What follows belongs to an exercise in optimizing a design on an open flow for a short achievable clock period and few clock cycles; a production flow would make more cautious choices.
Only simulation tests tie the RTL to the original design; equivalence was not proved.
Power is estimated from default activity; no workload was simulated.

$ cat flow/run.sh
#!/bin/bash
# synth_recipe.tcl (not shown) runs the flow's synth.tcl, then flattens the netlist and writes it again
# the make line also repeats each setting of config.mk as NAME=value (left out here)
make -C /OpenROAD-flow-scripts/flow DESIGN_CONFIG=/design/flow/config.mk WORK_HOME=/design/flow/orfs CLKGATE_MAP_FILE= SYNTH_SCRIPT=/design/flow/synth_recipe.tcl finish
$ cat flow/config.mk
export PLATFORM = sky130hd
export DESIGN_NAME = cpu_top
export DESIGN_NICKNAME = cpu_top
export VERILOG_FILES = /design/flow/design.v
export SDC_FILE = /design/flow/constraint.sdc
export NUM_CORES = 4
export LEC_CHECK = 0
export CAP_MARGIN = 20
export CORE_MARGIN = 2
export CORE_UTILIZATION = 40
export SLEW_MARGIN = 20
$ cat flow/constraint.sdc
create_clock -name core_clock -period 4.5 [get_ports {clk}]
set_input_delay 0.9000 -clock core_clock [delete_from_list [all_inputs] [get_ports {clk}]]
set_output_delay 0.9000 -clock core_clock [all_outputs]
set_load 0.01 [all_outputs]
$ cat flow/design.v
`default_nettype none
module fetch_unit (
  input  logic                   clk,
  input  logic                   reset,
  input  logic                   halt,
  input  logic                   prog_we,
  input  logic [8-1:0] prog_addr,
  input  logic [8-1:0] prog_data,
  output logic                   fetch_valid,
  output logic [8-1:0] fetch_byte,
  output logic [8-1:0] pc
);
  logic [8-1:0] prog_mem [256];
  always_ff @(posedge clk) begin
    if (prog_we) begin
      prog_mem[prog_addr] <= prog_data;
    end
  end
  always_ff @(posedge clk) begin
    fetch_byte <= prog_mem[pc];
  end
  always_ff @(posedge clk) begin
    if (reset) begin
      pc          <= '0;
      fetch_valid <= 1'b0;
    end else begin
      fetch_valid <= 1'b1;
      if (!halt) begin
        pc <= pc + 1'b1;
      end
    end
  end
endmodule
`default_nettype wire
`default_nettype none
module instr_decoder (
  input  logic                     clk,
  input  logic                     reset,
  input  logic                     fetch_valid,
  input  logic [8-1:0]   fetch_byte,
  output logic                     dec_valid,
  output logic [4-1:0]     dec_opcode,
  output logic [2-1:0] dec_dst,
  output logic [2-1:0] dec_src,
  output logic [8-1:0]   dec_constant
);
  localparam logic EXPECT_OPCODE   = 1'b0;
  localparam logic EXPECT_CONSTANT = 1'b1;
  logic                 state;
  logic [4-1:0] byte_opcode;
  logic                 byte_is_ldi;
  logic [4-1:0] byte_legal_opcode;
  assign byte_opcode = fetch_byte[7:4];
  assign byte_is_ldi = (byte_opcode == 4'd1);
  always_comb begin
    case (byte_opcode)
      4'd1, 4'd2, 4'd3, 4'd4, 4'd5,
      4'd6, 4'd7, 4'd8, 4'd15: begin
        byte_legal_opcode = byte_opcode;
      end
      default: begin
        byte_legal_opcode = 4'd0;
      end
    endcase
  end
  always_ff @(posedge clk) begin
    if (reset) begin
      state     <= EXPECT_OPCODE;
      dec_valid <= 1'b0;
    end else begin
      dec_valid <= 1'b0;
      if (fetch_valid) begin
        if (state == EXPECT_OPCODE) begin
          if (byte_is_ldi) begin
            state <= EXPECT_CONSTANT;
          end else begin
            dec_valid <= 1'b1;
          end
        end else begin
          state     <= EXPECT_OPCODE;
          dec_valid <= 1'b1;
        end
      end
    end
  end
  always_ff @(posedge clk) begin
    if (fetch_valid) begin
      if (state == EXPECT_OPCODE) begin
        dec_opcode <= byte_legal_opcode;
        dec_dst    <= fetch_byte[3:2];
        dec_src    <= fetch_byte[1:0];
      end else begin
        dec_constant <= fetch_byte;
      end
    end
  end
endmodule
`default_nettype wire
`default_nettype none
module execute_unit (
  input  logic                      clk,
  input  logic                      reset,
  input  logic                      dec_valid,
  input  logic [4-1:0]      dec_opcode,
  input  logic [2-1:0] dec_dst,
  input  logic [2-1:0] dec_src,
  input  logic [8-1:0]    dec_constant,
  output logic [2:0]                flags,
  output logic [8-1:0]    reg_a,
  output logic [8-1:0]    reg_b,
  output logic [8-1:0]    reg_c,
  output logic [8-1:0]    reg_d
);
  localparam int NUM_REGS = 1 << 2;
  logic [8-1:0] regs [NUM_REGS];
  logic                   flag_halt;
  logic                   flag_negative;
  logic                   flag_carry;
  logic [8-1:0] lhs;
  logic [8-1:0] rhs;
  logic [8:0]   alu_wide;
  logic [8-1:0] alu_result;
  logic                   alu_carry;
  logic                   is_alu_op;
  assign lhs = regs[dec_dst];
  assign rhs = regs[dec_src];
  always_comb begin
    alu_wide  = '0;
    is_alu_op = 1'b1;
    case (dec_opcode)
      4'd3: alu_wide = {1'b0, lhs} + {1'b0, rhs};
      4'd4: begin
        alu_wide = {1'b0, lhs} + {1'b0, rhs} + {{8{1'b0}}, flag_carry};
      end
      4'd5: alu_wide = {1'b0, lhs} - {1'b0, rhs};
      4'd6: alu_wide = {1'b0, lhs & rhs};
      4'd7:  alu_wide = {1'b0, lhs | rhs};
      4'd8: alu_wide = {1'b0, lhs ^ rhs};
      default:     is_alu_op = 1'b0;
    endcase
  end
  assign alu_result = alu_wide[8-1:0];
  assign alu_carry  = alu_wide[8];
  always_ff @(posedge clk) begin
    if (reset) begin
      for (int i = 0; i < NUM_REGS; i++) begin
        regs[i] <= '0;
      end
      flag_halt     <= 1'b0;
      flag_negative <= 1'b0;
      flag_carry    <= 1'b0;
    end else if (dec_valid && !flag_halt) begin
      case (dec_opcode)
        4'd1: regs[dec_dst] <= dec_constant;
        4'd2: regs[dec_dst] <= rhs;
        4'd15: flag_halt <= 1'b1;
        default: begin
          if (is_alu_op) begin
            regs[dec_dst] <= alu_result;
            flag_carry    <= alu_carry;
            flag_negative <= alu_result[8-1];
          end
        end
      endcase
    end
  end
  assign flags = {flag_halt, flag_negative, flag_carry};
  assign reg_a = regs[0];
  assign reg_b = regs[1];
  assign reg_c = regs[2];
  assign reg_d = regs[3];
endmodule
`default_nettype wire
`default_nettype none
module cpu_top (
  input  logic                   clk,
  input  logic                   reset,
  input  logic                   prog_we,
  input  logic [8-1:0] prog_addr,
  input  logic [8-1:0] prog_data,
  output logic [8-1:0] reg_a,
  output logic [8-1:0] reg_b,
  output logic [8-1:0] reg_c,
  output logic [8-1:0] reg_d,
  output logic [2:0]             flags,
  output logic [8-1:0] pc,
  output logic                   halt
);
  logic                      fetch_valid;
  logic [8-1:0]    fetch_byte;
  logic                      dec_valid;
  logic [4-1:0]      dec_opcode;
  logic [2-1:0] dec_dst;
  logic [2-1:0] dec_src;
  logic [8-1:0]    dec_constant;
  fetch_unit u_fetch (
    .clk         (clk),
    .reset       (reset),
    .halt        (flags[2]),
    .prog_we     (prog_we),
    .prog_addr   (prog_addr),
    .prog_data   (prog_data),
    .fetch_valid (fetch_valid),
    .fetch_byte  (fetch_byte),
    .pc          (pc)
  );
  instr_decoder u_decoder (
    .clk          (clk),
    .reset        (reset),
    .fetch_valid  (fetch_valid),
    .fetch_byte   (fetch_byte),
    .dec_valid    (dec_valid),
    .dec_opcode   (dec_opcode),
    .dec_dst      (dec_dst),
    .dec_src      (dec_src),
    .dec_constant (dec_constant)
  );
  execute_unit u_execute (
    .clk          (clk),
    .reset        (reset),
    .dec_valid    (dec_valid),
    .dec_opcode   (dec_opcode),
    .dec_dst      (dec_dst),
    .dec_src      (dec_src),
    .dec_constant (dec_constant),
    .flags        (flags),
    .reg_a        (reg_a),
    .reg_b        (reg_b),
    .reg_c        (reg_c),
    .reg_d        (reg_d)
  );
  assign halt = flags[2];
endmodule
`default_nettype wire
==> flow_summary.json, run 1 <==
{
  "status": "complete, no violations",
  "worst_pin_slew_ns": 1.06,
  "ys_types": 82,
  "clock-sinks": 2122,
  "yosysTopAreaCell": "edfxtp_1",
  "wire_per_inst_um": 31.5,
  "grt_usage": 0.223,
  "layout_commonest_cell": "edfxtp_1",
  "clockBufferDepth": 3,
  "ioPinCount": 63,
  "cp_top_family": "compound AO/OA/AOI/OAI gates",
  "period_needed_ns": 4.01,
  "power_frac_clock": 0.406,
  "p_sw_mw": 9.95,
  "final_cell_mix": "edfxtp_1, mux4_2, buf_4",
  "start_util": 0.403,
  "place_ws_ns": 0.320,
  "tns_ns": 0,
  "required_ns": 5.11,
  "cp_slowest_stage_delay_ns": 0.58,
  "min_to": "u_fetch.prog_mem[199][4]$_DFFE_PP_",
  "worstSetupEndpointType": "flop",
  "synth_top_area_frac": 0.746,
  "drive_above_1_share": 0.256,
  "syn_nets": 4302,
  "cts_buffers": 213,
  "ctsResizeCount": 0,
  "yosysSeqAreaShare": 0.752,
  "cts_root_buf": "clkbuf_16",
  "cts_tree": "done",
  "p_sw_frac": 0.231,
  "critical_path.max_fanout": 8,
  "syn_avg_cell_area_um2": 19.8,
  "hold_viol": 0,
  "first_iter_violations": 6431,
  "r2r_cells": 10,
  "slowest_stage": "fa_1",
  "holdBufCountCts": 0,
  "clkTransAtPathRegs_ns": 0.07,
  "async_reset_ff_frac": 0,
  "grt_pass1_wl_mm": 343,
  "fp.dieArea_um2": 215000,
  "area_growth_pct": 15.8,
  "fin_ws_ns": 0.488,
  "crit_chain": "mux4_2 -> ha_1 -> fa_1 -> a21oi_1 -> o211ai_1 -> a2111oi_0 -> nand4_1 -> mux2i_1 -> a211oi_2 -> a211oi_1",
  "clock.fmax_ghz": 0.249,
  "clock_latency_ns": 0.87,
  "min-delay-start": "prog_data[4]",
  "max-slew-margin-rel": 0.294,
  "finalClockSkew_ns": 0.0700,
  "finalMaxSlewViolations": 0,
  "io_buffers": 62,
  "hold_class": "input port to flop",
  "reg2reg_slack_ns": 0.49,
  "die_width_um": 463,
  "num_rows": 168,
  "seq_power_share": 0.509,
  "gp_congestion": 0.892,
  "cts-htree-levels": 4,
  "post-cts-setup-buffers": 0,
  "core_area_um2": 210000,
  "vias": 45300,
  "power_density_nw_per_um2": 441,
  "routed_wl_mm": 242,
  "combPwrFrac": 0.085,
  "cp.depth": 10,
  "ant_nets": 0,
  "grt_remaining_overflow": 0,
  "setup_viol_count_final": 0,
  "drt-pass1-iter-count": 6,
  "synth.area.top_cells": "edfxtp_1, mux4_2, mux2i_1, nor2_1, dfxtp_1",
  "leakagePower_nw": 30.7,
  "ys_seq_elements": 2122,
  "crit_path_start_kind": "flop",
  "grt_pass1_vias": 44700,
  "hold_path_depth": 1,
  "drc": 0,
  "rsz0062_at_grt": "false",
  "synth-edff-count": 2096,
  "grt_max_degree": 172,
  "worstSetupPathType": "flop to flop",
  "fillerInstances": 17500,
  "reg2reg_to": "u_execute.regs[1][7]$_SDFFCE_PN0P_",
  "maxCapViolations": 0,
  "ir_drop_mv": 0.411,
  "p_int_mw": 33.1,
  "synth_area_um2": 84400,
  "fp.dieH_um": 463,
  "cp.arrival_ns": 4.62,
  "antenna_found_initial": 14,
  "ys.flop_type": "edfxtp_1",
  "syn-instance-count": 4254,
  "dp_hpwl_mm": 153,
  "vias_per_cell": 5.89,
  "nNetsFinal": 4750,
  "critPathBufInv": 0,
  "fin_crit_sh": 0.892,
  "yosys_warnings": 3
}
-- state kept, by name, summed over array words and instances (netlist names), named ones only --
name and cells:
u_decoder.state 1, u_execute.flag_negative 1, u_execute.flag_carry 1, u_decoder.dec_src 2, u_decoder.dec_valid 1, u_fetch.pc 8
u_decoder.dec_constant 8, u_execute.flag_halt 1, u_execute.regs 32, u_fetch.fetch_valid 1, u_decoder.dec_dst 2, u_fetch.fetch_byte 8
u_decoder.dec_opcode 4, u_fetch.prog_mem 2048
-- per-layer routing --
layer  part of all wire  vias to the layer above  global-route usage
met2               0.47                     2342               0.348
li1                   -                    18500                   -
met1               0.40                    24000               0.311
met3              0.090                      444              0.0477
met4              0.037                       10              0.0797
met5            0.00028                        -                   0
-- layout make-up --
class / instances / area, um2 / area share
Clock buffer: 262 / 5570 / 0.0570
Timing Repair Buffer: 494 / 4380 / 0.0448
Multi-Input combinational cell: 1836 / 19300 / 0.198
Sequential cell: 2122 / 63500 / 0.650
Clock inverter: 132 / 1280 / 0.0131
Inverter: 35 / 133 / 0.00136
Tap cell: 2805 / 3510 / 0.0359
Antenna cell: 3 / 7.51 / 0.0000769
-- stage by stage --
stage / hold slack (ns) / total power, mW / cells / cell area (um2) / utilization
2_1_floorplan: 0.420 / 24.5 / 4254 / 84400 / -
3_3_place_gp: 0.490 / 26.0 / 7291 / 90800 / 0.433
3_5_place_dp: 0.491 / 26.0 / 7291 / 90800 / 0.433
4_1_cts: 0.277 / 43.3 / 7685 / 97600 / 0.466
5_1_grt: 0.296 / 44.3 / 7688 / 97700 / 0.466
6_report: 0.330 / 43.1 / 7689 / 97700 / 0.466
-- cells by family after synthesis --
group                    Yosys count  share of synthesized area
multiplexers                     665                      0.146
buffers and inverters            296                     0.0201
adder cells (fa/ha/maj)           29                    0.00448
XOR/XNOR                          20                    0.00208
AO/OA/AOI/OAI                    508                     0.0426
flip-flops                      2122                      0.752
AND/OR/NAND/NOR                  614                     0.0323
-- power groups by stage --
stage | Combinational (mW) | Sequential (mW) | Clock [mW]
detailed placement | 3.65 | 22.4 | 0
global route | 3.86 | 21.9 | 18.5
global placement | 3.62 | 22.3 | 0
CTS | 3.66 | 21.9 | 17.7
floorplan | 2.23 | 22.3 | 0
finish | 3.66 | 21.9 | 17.5
-- worst register-to-register path, stage by stage (launching register included) --
cell and delay [ns]:
dfxtp_1 0.56, mux4_2 0.44, ha_1 0.29, fa_1 0.58, a21oi_1 0.26, o211ai_1 0.17
a2111oi_0 0.47, nand4_1 0.18, mux2i_1 0.17, a211oi_2 0.47, a211oi_1 0.16
-- synthesized netlist by cell type, types with 6 or more instances --
| master | number |
|---|---|
| ha_1 | 27 |
| or2_2 | 6 |
| o22ai_1 | 41 |
| a2111oi_0 | 12 |
| nor2_1 | 319 |
| o221ai_1 | 17 |
| o31ai_1 | 8 |
| buf_4 | 30 |
| clkbuf_1 | 99 |
| nand4_1 | 14 |
| dfxtp_1 | 26 |
| nor2b_1 | 38 |
| a211oi_1 | 44 |
| mux4_2 | 453 |
| a21oi_1 | 100 |
| o211ai_1 | 15 |
| nor4_1 | 9 |
| buf_2 | 81 |
| mux2i_1 | 196 |
| nand3_1 | 37 |
| a22o_1 | 22 |
| o21a_1 | 6 |
| and2_1 | 8 |
| nand2b_1 | 14 |
| mux2_2 | 16 |
| nand2_1 | 113 |
| o21ai_0 | 59 |
| xnor2_1 | 11 |
| inv_1 | 33 |
| a22oi_1 | 59 |
| buf_6 | 32 |
| edfxtp_1 | 2096 |
| buf_8 | 7 |
| buf_1 | 9 |
| a221oi_1 | 42 |
| nor3_1 | 31 |
| xor2_1 | 9 |
| a31oi_1 | 11 |
-- worst max path at each step --
| stage | slack [ns] | start | endpoint |
|---|---|---|---|
| final | 0.49 | flop | u_execute.regs[1][7]$_SDFFCE_PN0P_ |
| after global routing | 0.23 | flop | u_execute.regs[3][7]$_DFFE_PP_ |
| after CTS | 0.52 | flop | u_execute.regs[1][7]$_SDFFCE_PN0P_ |
| after detailed placement | 0.32 | prog_addr[1] | u_fetch.prog_mem[6][0]$_DFFE_PP_ |
| after global placement | 0.39 | prog_addr[1] | u_fetch.prog_mem[6][0]$_DFFE_PP_ |
| after floorplan | 0.77 | flop | u_execute.regs[3][7]$_DFFE_PP_ |
Testbench counts, summed over its fixed seeds: cycles 24,235.
==> inputs of run 2 (changes only) <==
--- a/flow/config.mk
+++ b/flow/config.mk
@@ -6,6 +6,9 @@
 export NUM_CORES = 4
 export LEC_CHECK = 0
+export ABC_AREA = 1
+export ABC_CLOCK_PERIOD_IN_PS = 2000
 export CAP_MARGIN = 20
 export CORE_MARGIN = 2
 export CORE_UTILIZATION = 40
+export SETUP_SLACK_MARGIN = 1.0
 export SLEW_MARGIN = 20
==> flow_summary.json, run 2 <==
{
  "yosysTopAreaCell": "edfxtp_1",
  "r2r_cells": 16,
  "num_rows": 171,
  "synth_compound_area_frac": 0.0912,
  "grt_pass1_vias": 55700,
  "hold_path_depth": 0,
  "clock.fmax_ghz": 0.290,
  "ioPinCount": 63,
  "finalClockSkew_ns": 0.0283,
  "synth_xor_area_frac": 0.000100,
  "clock-sinks": 2122,
  "area_growth_pct": 12.8,
  "start_util": 0.403,
  "fillerInstances": 19600,
  "cp.depth": 16,
  "cts-htree-levels": 4,
  "syn-instance-count": 7520,
  "async_reset_ff_frac": 0,
  "synth-simple-area-share": 0.145,
  "synthMuxAreaShare": 0.000114,
  "ys_seq_elements": 2122,
  "crit_path_start_kind": "flop",
  "maxCapViolations": 0,
  "final_cell_mix": "edfxtp_1, nor2_1, o21ai_0",
  "synth-edff-count": 2096,
  "power_density_nw_per_um2": 445,
  "clockBufferDepth": 3,
  "cp_common_cell": "nand2_1",
  "critical_path.max_fanout": 8,
  "vias": 58400,
  "synth_top_area_frac": 0.719,
  "clkTransAtPathRegs_ns": 0.06,
  "slowest_stage": "dfxtp_1",
  "rsz0062_at_grt": "false",
  "cp_top_family": "simple AND/OR/NAND/NOR gates",
  "syn_avg_cell_area_um2": 11.6,
  "holdWs_ns": 0.483,
  "setup_viol_count_final": 0,
  "synth_area_um2": 87600,
  "cts_root_buf": "clkbuf_16",
  "cp_slowest_stage_delay_ns": 0.48,
  "wire_per_inst_um": 23.9,
  "reg.largest.list": "u_fetch.prog_mem (2048), u_execute.regs (32)",
  "worstSetupEndpointType": "flop",
  "fp.dieH_um": 472,
  "leakagePower_nw": 33.0,
  "worstSetupPathType": "flop to flop",
  "io_buffers": 62,
  "drt-pass1-iter-count": 8,
  "synth_commonest_cells": "edfxtp_1, nor2_1, o21ai_0",
  "hold_class": "flop to flop",
  "yosysMostFrequentCell": "edfxtp_1",
  "holdBufCountCts": 0,
  "grt_pass1_wl_mm": 368,
  "synth.area.top_cells": "edfxtp_1, nor2_1, o21ai_0, nand2_1, nand3_1",
  "layout_commonest_cell": "edfxtp_1",
  "fin_crit_sh": 0.766,
  "period_needed_ns": 3.45,
  "crit_chain": "clkinvlp_4 -> buf_4 -> a32oi_2 -> inv_1 -> ha_2 -> nand2_1 -> nor2_1 -> nand3_1 -> nand3_1 -> nand2_1 -> nand2_1 -> nand2_1 -> nor2_1 -> nand2_1 -> nand2_1 -> a21oi_1",
  "max-slew-margin-rel": 0.254,
  "drive_above_1_share": 0.0726,
  "drc": 0,
  "required_ns": 5.08,
  "vias_per_cell": 5.53,
  "tns_ns": 0,
  "ys_types": 40,
  "gp_congestion": 0.916,
  "grt_remaining_overflow": 0,
  "ys.flop_type": "edfxtp_1",
  "largest_reg_flops": 2048,
  "core_area_um2": 217000,
  "nNetsFinal": 7568,
  "clock_latency_ns": 0.85,
  "grt_usage": 0.221,
  "synth_top_family_by_area": "simple AND/OR/NAND/NOR gates",
  "dp_hpwl_mm": 147,
  "worst_pin_slew_ns": 1.12,
  "cts_tree": "done",
  "die_width_um": 472,
  "first_iter_violations": 6949,
  "critPathBufInv": 3,
  "ir_drop_mv": 0.419,
  "routed_wl_mm": 252,
  "synthAdderAreaFrac": 0.00432,
  "yosys_warnings": 3,
  "ant_nets": 0,
  "status": "complete, no violations",
  "cts_buffers": 207,
  "reg2reg_slack_ns": 1.05,
  "syn_nets": 7568,
  "antenna_found_initial": 7,
  "fp.dieArea_um2": 223000,
  "finalMaxSlewViolations": 0,
  "grt_max_degree": 191,
  "cp.arrival_ns": 4.03,
  "yosysSeqAreaShare": 0.725,
  "largest_register": "u_fetch.prog_mem",
  "hold_viol": 0
}
run 2: changes by cell type in the layout (fill, tap and decap cells not counted), sizes merged, moves of 59 or more:
cell    delta
nor2    +1629
o21ai    +951
nand2    +690
mux4     -453
nand3    +397
buf      -218
mux2i    -195
o211ai   +191
inv      +168
a22oi     -59
run 2: worst paths after layout:
check / end / startpoint
setup / recovery: u_execute.regs[2][7]$_SDFFCE_PN0P_ / flop
hold / removal: u_decoder.dec_constant[6]$_DFFE_PP_ / u_fetch.fetch_byte[6]$_DFF_P_
setup reg to reg: u_execute.regs[2][7]$_SDFFCE_PN0P_ / flop
hold reg to reg: u_decoder.dec_constant[6]$_DFFE_PP_ / u_fetch.fetch_byte[6]$_DFF_P_
run 2: report_power, final:
part / total [mW] / switching (mW) / internal (mW)
clock: 17.5 / 7.46 / 10.1
combinational: 4.56 / 3.30 / 1.27
sequential: 21.9 / 0.100 / 21.8
run 2: stage by stage:
step / cells / power [mW] / instance area [um2] / util / worst slack (ns)
3_5_place_dp: 10200 / 26.8 / 91700 / 0.422 / 0.612
5_1_grt: 10500 / 45.3 / 98800 / 0.454 / 0.966
6_report: 10500 / 44.0 / 98800 / 0.455 / 1.05
2_1_floorplan: 7520 / 25.0 / 87600 / - / 1.33
4_1_cts: 10500 / 44.1 / 98600 / 0.454 / 0.983
3_3_place_gp: 10200 / 26.7 / 91700 / 0.422 / 0.638
run 2: final cells by class:
type                       instances  area, um2  share of cell area
multi-input combinational       4711      21200               0.215
antenna                            4       10.0            0.000101
clock buffer                     252       5410              0.0548
inverter                         208        811             0.00821
timing repair inverter             1       5.00           0.0000507
tap                             2854       3570              0.0361
sequential                      2122      63500               0.643
clock inverter                   128       1400              0.0142
timing repair buffer             269       2910              0.0294
run 2: layer usage:
metal	global-route usage	up-vias	routed length [um]
met4	0.0880	2	10400
met2	0.352	2519	117000
met3	0.0377	412	20400
met1	0.300	28900	104000
li1	-	26600	-
met5	0	-	13
run 2: logic make-up after synthesis:
| logic type | Yosys count |
|---|---|
| XOR/XNOR | 1 |
| buffers and inverters | 687 |
| AO/OA/AOI/OAI | 1461 |
| adder cells (fa/ha/maj) | 29 |
| AND/OR/NAND/NOR | 3219 |
| flip-flops | 2122 |
| multiplexers | 1 |
run 2: what timing repair did:
action / in CTS / in global routing
pin swaps: 0 / 1
buffers inserted: 5 / 6
endpoints found under the setup margin: 9 / 23
gates cloned: 0 / 2
resized for setup: 9 / 18
==> inputs of run 3 (changes only) <==
--- a/flow/config.mk
+++ b/flow/config.mk
@@ -7,8 +7,9 @@
 export LEC_CHECK = 0
 export ABC_AREA = 1
-export ABC_CLOCK_PERIOD_IN_PS = 2000
+export ABC_CLOCK_PERIOD_IN_PS = 1500
 export CAP_MARGIN = 20
 export CORE_MARGIN = 2
-export CORE_UTILIZATION = 40
-export SETUP_SLACK_MARGIN = 1.0
+export CORE_UTILIZATION = 45
+export PLACE_DENSITY = 0.65
+export SETUP_SLACK_MARGIN = 2.0
 export SLEW_MARGIN = 20
==> flow_summary.json, run 3 <==
{
  "syn_avg_cell_area_um2": 11.6,
  "ir_drop_mv": 0.445,
  "largest_reg_flops": 2048,
  "drive_above_1_share": 0.145,
  "num_rows": 161,
  "ys_seq_elements": 2122,
  "cp.arrival_ns": 3.54,
  "drt-pass1-iter-count": 6,
  "drc": 0,
  "cts_tree": "done",
  "synth_top_area_frac": 0.719,
  "holdBufCountCts": 0,
  "start_util": 0.454,
  "utilization": 0.533,
  "cts_root_buf": "clkbuf_16",
  "grt_max_degree": 121,
  "routed_wl_mm": 274,
  "syn_nets": 7568,
  "min-delay-start": "u_decoder.dec_src[1]$_DFFE_PP_",
  "hold_class": "flop to flop",
  "synth.area.top_cells": "edfxtp_1, nor2_1, o21ai_0, nand2_1, nand3_1",
  "grt_usage": 0.261,
  "crit_path_start_kind": "flop",
  "power_density_nw_per_um2": 436,
  "synth_commonest_cells": "edfxtp_1, nor2_1, o21ai_0",
  "clock-sinks": 2122,
  "max-slew-margin-rel": 0.204,
  "finalClockSkew_ns": 0.0491,
  "io_buffers": 62,
  "status": "complete, no violations",
  "vias_per_cell": 5.89,
  "fillerInstances": 15900,
  "ant_nets": 0,
  "yosysTopAreaCell": "edfxtp_1",
  "reg.largest.list": "u_fetch.prog_mem (2048), u_execute.regs (32)",
  "vias": 61200,
  "maxCapViolations": 0,
  "clockBufferDepth": 3,
  "final_cell_mix": "edfxtp_1, nor2_1, o21ai_0",
  "cts_buffers": 210,
  "period_needed_ns": 2.93,
  "grt_pass1_vias": 57800,
  "grt_remaining_overflow": 0,
  "yosys_warnings": 3,
  "power_frac_clock": 0.385,
  "required_ns": 5.11,
  "fp.dieArea_um2": 198000,
  "dp_hpwl_mm": 142,
  "critical_path.max_fanout": 4,
  "synth-edff-count": 2096,
  "worstSetupEndpointType": "flop",
  "seq_power_share": 0.488,
  "wire_per_inst_um": 26.4,
  "rsz0062_at_grt": "true",
  "cts-htree-levels": 4,
  "p_sw_frac": 0.256,
  "clock.fmax_ghz": 0.341,
  "synth_area_um2": 87600,
  "core_area_um2": 193000,
  "setup_viol_count_final": 0,
  "reg2reg_slack_ns": 1.57,
  "yosysSeqAreaShare": 0.725,
  "tns_ns": 0,
  "ys.flop_type": "edfxtp_1",
  "syn-instance-count": 7520,
  "ys_types": 40,
  "largest_register": "u_fetch.prog_mem",
  "nNetsFinal": 7737,
  "final_cell_area_um2": 103000,
  "worst_pin_slew_ns": 1.19,
  "first_iter_violations": 8649,
  "async_reset_ff_frac": 0,
  "p_sw_mw": 11.5,
  "yosysMostFrequentCell": "edfxtp_1",
  "fp.dieH_um": 445,
  "p_int_mw": 33.4,
  "hold_viol": 0,
  "antenna_found_initial": 10,
  "area_growth_pct": 17.6,
  "fin_crit_sh": 0.652,
  "worstReg2RegStart": "u_execute.regs[0][0]$_SDFFCE_PN0P_",
  "combPwrFrac": 0.127,
  "layout_commonest_cell": "edfxtp_1",
  "grt_pass1_wl_mm": 383,
  "clock_latency_ns": 0.87,
  "postPlaceCellArea_um2": 91300,
  "leakagePower_nw": 34.7,
  "worstSetupPathType": "flop to flop",
  "cp-startpoint": "u_execute.regs[0][0]$_SDFFCE_PN0P_",
  "gp_congestion": 0.900,
  "die_width_um": 445,
  "ioPinCount": 63,
  "finalMaxSlewViolations": 0,
  "clkTransAtPathRegs_ns": 0.06
}
[run 3: cell types whose count changed in the layout (fill, tap and decap cells not counted), moves of 58 or more]
cell,delta
o21ai_1,+64
nor2_2,+170
buf_6,+58
nand3_1,-69
nor2_1,-199
o21ai_0,-72
[run 3: path summary, 6_finish.rpt]
kind | end | cells past startpoint
worst min-delay path | flop | 2
worst max-delay path | u_execute.regs[0][6]$_SDFFCE_PN0P_ | 18
worst min register to register | flop | 2
worst max register to register | u_execute.regs[0][6]$_SDFFCE_PN0P_ | 18
[run 3: timing repair]
item / 4_1_cts / 5_1_grt
gates resized for setup: 424 / 355
buffers inserted: 94 / 61
pin swaps: 32 / 65
hold endpoints to repair: 0 / 0
setup endpoints to repair: 528 / 821
gates cloned: 31 / 32
[run 3: metrics by stage]
step	hold slack [ns]	power, mW	worst slack (ns)	std cells
2_1_floorplan	0.408	25.0	1.69	7520
3_3_place_gp	0.448	26.7	0.926	9785
5_1_grt	0.482	46.1	1.40	10400
4_1_cts	0.465	44.3	1.57	10300
6_report	0.459	44.9	1.57	10400
3_5_place_dp	0.446	26.7	0.847	9785
[run 3: cell families (layout without fill, tap and decap cells)]
family / Yosys count / count (layout) / share of synthesized area
adder cells (fa/ha/maj): 29 / 29 / 0.00432
other: 0 / 6 / 0
buffers and inverters: 687 / 1034 / 0.0341
flip-flops: 2122 / 2122 / 0.725
multiplexers: 1 / 1 / 0.000114
AO/OA/AOI/OAI: 1461 / 1461 / 0.0912
XOR/XNOR: 1 / 1 / 0.000100
AND/OR/NAND/NOR: 3219 / 3219 / 0.145
[run 3: area by class of cell]
| class | count | area [um2] | area share |
|---|---|---|---|
| antenna | 6 | 15.0 | 0.000146 |
| clock buffer | 270 | 5620 | 0.0546 |
| clock inverter | 120 | 1110 | 0.0108 |
| inverter | 208 | 882 | 0.00857 |
| multi-input combinational | 4711 | 22800 | 0.222 |
| sequential | 2122 | 63500 | 0.617 |
| tap | 2526 | 3160 | 0.0307 |
| timing repair buffer | 427 | 5740 | 0.0558 |
| timing repair inverter | 9 | 96.3 | 0.000936 |
[run 3: layer usage]
layer,track usage,share of wire
met1,0.347,0.38
met2,0.413,0.46
met3,0.0538,0.11
met4,0.126,0.052
met5,0,0.00011
[run 3: critical path: stages (launching register included)]
cell	delay, ns
edfxtp_1	0.44
inv_2	0.10
nor2_2	0.04
inv_1	0.04
a32o_2	0.20
inv_2	0.06
ha_4	0.16
fa_2	0.59
ha_4	0.14
inv_2	0.03
nor2_2	0.09
nand3_2	0.11
nor2_4	0.13
nand2_2	0.06
nor2_2	0.12
nand3b_1	0.13
nand2_2	0.08
nand2_4	0.09
nor2_1	0.04
[run 3: power groups by stage]
stage               Clock [mW]  Combinational, mW  Sequential [mW]
finish                    17.3               5.69             21.9
global route              18.1               6.08             21.9
CTS                       17.4               5.08             21.9
detailed placement           0               4.38             22.4
global placement             0               4.34             22.4
floorplan                    0               2.74             22.3
==> inputs of run 4 (changes only) <==
==> flow/design.v (replaced) <==
`default_nettype none
module cpu_top (
  input  logic                   clk,
  input  logic                   reset,
  input  logic                   prog_we,
  input  logic [8-1:0] prog_addr,
  input  logic [8-1:0] prog_data,
  output logic [8-1:0] reg_a,
  output logic [8-1:0] reg_b,
  output logic [8-1:0] reg_c,
  output logic [8-1:0] reg_d,
  output logic [2:0]             flags,
  output logic [8-1:0] pc,
  output logic                   halt
);
  logic [7:0] mem [256];
  always_ff @(posedge clk) begin
    if (prog_we) begin
      mem[prog_addr] <= prog_data;
    end
  end
  logic [7:0] fpc;
  logic [7:0] f_op, f_k;
  logic       f_ldi;
  assign f_op  = mem[fpc];
  assign f_k   = mem[fpc + 8'd1];
  assign f_ldi = (f_op[7:4] == 4'd1);
  logic       iv;
  logic [7:0] i_op, i_k, i_pc;
  always_ff @(posedge clk) begin
    if (reset) begin
      fpc <= 8'd0;
      iv  <= 1'b0;
    end else begin
      fpc  <= fpc + (f_ldi ? 8'd2 : 8'd1);
      iv   <= 1'b1;
      i_op <= f_op;
      i_k  <= f_k;
      i_pc <= fpc;
    end
  end
  logic [3:0][7:0] regs;
  logic            cf, nf, hf;
  logic [7:0]      pcr;
  logic [3:0]      op;
  logic [1:0]      dst, src;
  logic [7:0]      lhs, rhs;
  logic [8:0]      wide;
  always_comb begin
    op  = i_op[7:4];
    dst = i_op[3:2];
    src = i_op[1:0];
    lhs = regs[dst];
    rhs = regs[src];
    case (op)
      4'd3: wide = {1'b0, lhs} + {1'b0, rhs};
      4'd4: wide = {1'b0, lhs} + {1'b0, rhs} + {8'd0, cf};
      4'd5: wide = {1'b0, lhs} - {1'b0, rhs};
      4'd6: wide = {1'b0, lhs & rhs};
      4'd7:  wide = {1'b0, lhs | rhs};
      default:     wide = {1'b0, lhs ^ rhs};
    endcase
  end
  always_ff @(posedge clk) begin
    if (reset) begin
      regs <= '0;
      cf   <= 1'b0;
      nf   <= 1'b0;
      hf   <= 1'b0;
    end else if (iv && !hf) begin
      case (op)
        4'd1: regs[dst] <= i_k;
        4'd2: regs[dst] <= rhs;
        4'd3, 4'd4, 4'd5, 4'd6, 4'd7, 4'd8: begin
          regs[dst] <= wide[7:0];
          cf        <= wide[8];
          nf        <= wide[7];
        end
        4'd15: begin
          hf  <= 1'b1;
          pcr <= i_pc + 8'd3;
        end
        default: ;
      endcase
    end
  end
  assign reg_a = regs[0];
  assign reg_b = regs[1];
  assign reg_c = regs[2];
  assign reg_d = regs[3];
  assign flags = {hf, nf, cf};
  assign halt  = hf;
  assign pc    = pcr;
endmodule
`default_nettype wire
--- a/flow/config.mk
+++ b/flow/config.mk
@@ -7,9 +7,8 @@
 export LEC_CHECK = 0
 export ABC_AREA = 1
-export ABC_CLOCK_PERIOD_IN_PS = 1500
+export ABC_CLOCK_PERIOD_IN_PS = 2000
 export CAP_MARGIN = 20
 export CORE_MARGIN = 2
-export CORE_UTILIZATION = 45
-export PLACE_DENSITY = 0.65
-export SETUP_SLACK_MARGIN = 2.0
+export CORE_UTILIZATION = 40
+export SETUP_SLACK_MARGIN = 1.0
 export SLEW_MARGIN = 20
==> flow_summary.json, run 4 <==
{
  "final_cell_mix": "o21ai_0, edfxtp_1, nor2_1",
  "max-slew-margin-rel": 0.199,
  "crit_path_start_kind": "flop",
  "reg.largest.list": "mem (2048), regs (32)",
  "ys.flop_type": "edfxtp_1",
  "clkTransAtPathRegs_ns": 0.07,
  "syn-instance-count": 10900,
  "holdWs_ns": 0.345,
  "clock_latency_ns": 0.91,
  "nNetsFinal": 11300,
  "rsz0062_at_grt": "true",
  "vias_per_cell": 6.37,
  "vias": 95200,
  "async_reset_ff_frac": 0,
  "yosysMostFrequentCell": "o21ai_0",
  "synth_top_area_frac": 0.591,
  "drt-pass1-iter-count": 21,
  "largest_register": "mem",
  "drive_above_1_share": 0.157,
  "io_buffers": 62,
  "syn_avg_cell_area_um2": 9.69,
  "fp.dieArea_um2": 268000,
  "finalMaxSlewViolations": 0,
  "status": "complete, no violations",
  "yosysTopAreaCell": "edfxtp_1",
  "dp_hpwl_mm": 259,
  "maxCapViolations": 0,
  "ys_types": 56,
  "worst_pin_slew_ns": 1.20,
  "cts-htree-levels": 4,
  "cts_root_buf": "clkbuf_16",
  "die_width_um": 518,
  "wire_per_inst_um": 29.3,
  "core_area_um2": 263000,
  "power_density_nw_per_um2": 666,
  "grt_max_degree": 118,
  "finalClockSkew_ns": 0.0605,
  "synth_commonest_cells": "o21ai_0, edfxtp_1, nor2_1",
  "yosysSeqAreaShare": 0.600,
  "yosys_warnings": 1,
  "grt_pass1_wl_mm": 609,
  "routed_wl_mm": 438,
  "synth-edff-count": 2080,
  "worstSetupEndpointType": "flop",
  "holdBufCountCts": 0,
  "synth_area_um2": 106000,
  "slowest_stage": "dfxtp_4",
  "area_growth_pct": 21.9,
  "clockBufferDepth": 3,
  "grt_pass1_vias": 87200,
  "worstSetupPathType": "flop to flop",
  "critical_path.max_fanout": 18,
  "largest_reg_flops": 2048,
  "crit_chain": "buf_12 -> inv_8 -> buf_16 -> o21ai_0 -> o22ai_1 -> o211ai_2 -> nand3_4 -> a21oi_4 -> nand3_2 -> nand3_4 -> nand2_2 -> buf_4 -> buf_4 -> buf_4 -> buf_4 -> buf_4 -> buf_4 -> buf_4 -> buf_4 -> buf_4 -> buf_4",
  "hold_class": "input port to flop",
  "reg2reg_slack_ns": 0.62,
  "clock-sinks": 2124,
  "cts_tree": "done",
  "grt_usage": 0.307,
  "setup_viol_count_final": 0,
  "fp.dieH_um": 518,
  "ys_seq_elements": 2124,
  "ir_drop_mv": 0.437,
  "required_ns": 5.15,
  "cp_common_cell": "buf_4",
  "clock.fmax_ghz": 0.258,
  "start_util": 0.402,
  "drc": 0,
  "period_needed_ns": 3.88,
  "ant_nets": 0,
  "leakagePower_nw": 43.8,
  "cp_slowest_stage_delay_ns": 0.49,
  "ioPinCount": 63,
  "antenna_found_initial": 35,
  "first_iter_violations": 15800,
  "cts_buffers": 229,
  "syn_nets": 11000,
  "cp.arrival_ns": 4.54,
  "hold_viol": 0,
  "num_rows": 188,
  "synth.area.top_cells": "edfxtp_1, o21ai_0, nor2_1, a21oi_1, o22ai_1",
  "tns_ns": 0,
  "fin_crit_sh": 0.862,
  "layout_commonest_cell": "o21ai_0",
  "gp_congestion": 0.954,
  "grt_remaining_overflow": 0
}
run 4: cell types whose count changed in the layout (fill, tap and decap cells not counted), sizes merged, moves of 105 or more:
cell    previous run  this run
o221ai             1       106
o22ai             58       505
a21oi            157       733
inv              211       428
buf              364       866
o21ai           1015      2459
run 4: layout make-up:
cell class              instances  area (um2)
repair buffers               1000       12700
repair inverters               10         119
multi-input cells            7416       38800
diodes                         16        40.0
flip-flops and latches       2124       63400
fillers                     23300      134000
inverters                     426        1790
clock inverters               150        1570
well taps                    3515        4400
clock buffers                 277        6070
run 4: metrics by stage:
step / utilization / instance area, um2 / total power, mW / setup slack, ns / std cells
after detailed placement: 0.430 / 113000 / 55.4 / 0.201 / 14200
final: 0.491 / 129000 / 85.8 / 0.619 / 14900
after floorplan: - / 106000 / 42.5 / 1.19 / 10900
after CTS: 0.479 / 126000 / 80.4 / 0.848 / 14800
after global routing: 0.491 / 129000 / 88.3 / 0.583 / 14900
after global placement: 0.430 / 113000 / 54.9 / 0.0673 / 14200
run 4: worst paths after layout:
path	start	to	depth (start not counted)
worst min register to register	hf$_SDFFE_PP0P_	hf$_SDFFE_PP0P_	2
worst max-delay path	fpc[0]$_SDFF_PP0_	i_op[5]$_DFFE_PN_	21
worst max register to register	fpc[0]$_SDFF_PP0_	i_op[5]$_DFFE_PN_	21
worst min-delay path	prog_data[7]	mem[17][7]$_DFFE_PP_	1
run 4: logic make-up (layout without fill, tap and decap cells):
kind of cell,Yosys count,in the layout,share of synthesized area
AO/OA/AOI/OAI,4089,4089,0.211
XOR/XNOR,13,13,0.00133
adder cells (fa/ha/maj),38,38,0.00471
buffers and inverters,1361,1863,0.0584
flip-flops,2124,2124,0.600
multiplexers,4,4,0.000426
other,0,16,0
AND/OR/NAND/NOR,3272,3272,0.125
run 4: power by group:
part	switching, mW	total [mW]	internal, mW
Combinational	28.6	44.2	15.6
Clock	8.22	19.4	11.2
Sequential	0.307	22.2	21.9
Total	37.1	85.8	48.7
run 4: layer usage:
layer	vias to the layer above	part of all wire	track usage
li1	40400	-	-
met1	46200	0.37	0.410
met2	7159	0.43	0.458
met3	1358	0.13	0.0727
met4	26	0.064	0.169
met5	-	0.00037	0
run 4: what timing repair did:
| action | CTS | global route |
|---|---|---|
| endpoints found under the setup margin | 48 | 45 |
| pin swaps | 76 | 216 |
| gates resized for setup | 470 | 512 |
| cloned | 76 | 31 |
| buffers inserted | 107 | 52 |
run 4: worst max-delay path: cells and delay by family, from the launching register on:
| kind | cells | cell delay, ns |
|---|---|---|
| simple gates | 4 | 0.59 |
| buf+inv | 13 | 1.76 |
| flops | 1 | 0.49 |
| compound gates | 4 | 0.80 |
Testbench counts of run 4, summed over its fixed seeds: cycles 19,115.

## separate check: timing with driven ports
The results above use ideal ports. As a check the final layouts listed here were re-extracted and re-timed, cells and wires unchanged.
Step 1: set_driving_cell puts a clkbuf_16 on clk and a buf_2 on each other input, an assumption about the parent block.
Step 2 times the ports against the registers' clock, not the clock port: input delays grow and output delays shrink by t, the midpoint of the rising clock arrivals with the driver on.
Three values: ideal ports, drivers, drivers and shift; two values: the first two.
run	t (ns)	slack for setup (ns)	worst slew at a driven data input, ns
run 1	0.930	0.488 / 0.488 / 0.181	0.13
run 2	0.926	1.052 / 1.026 / 0.593	0.10
run 3	0.941	1.566 / 1.566 / 0.931	0.10
run 4	0.990	0.619 / 0.619 / 0.619	0.12
After both steps every run listed still meets setup and hold. The setup slack of run 3, which loses most, moves by 0.000 ns with the drivers and by -0.635 ns with both steps.
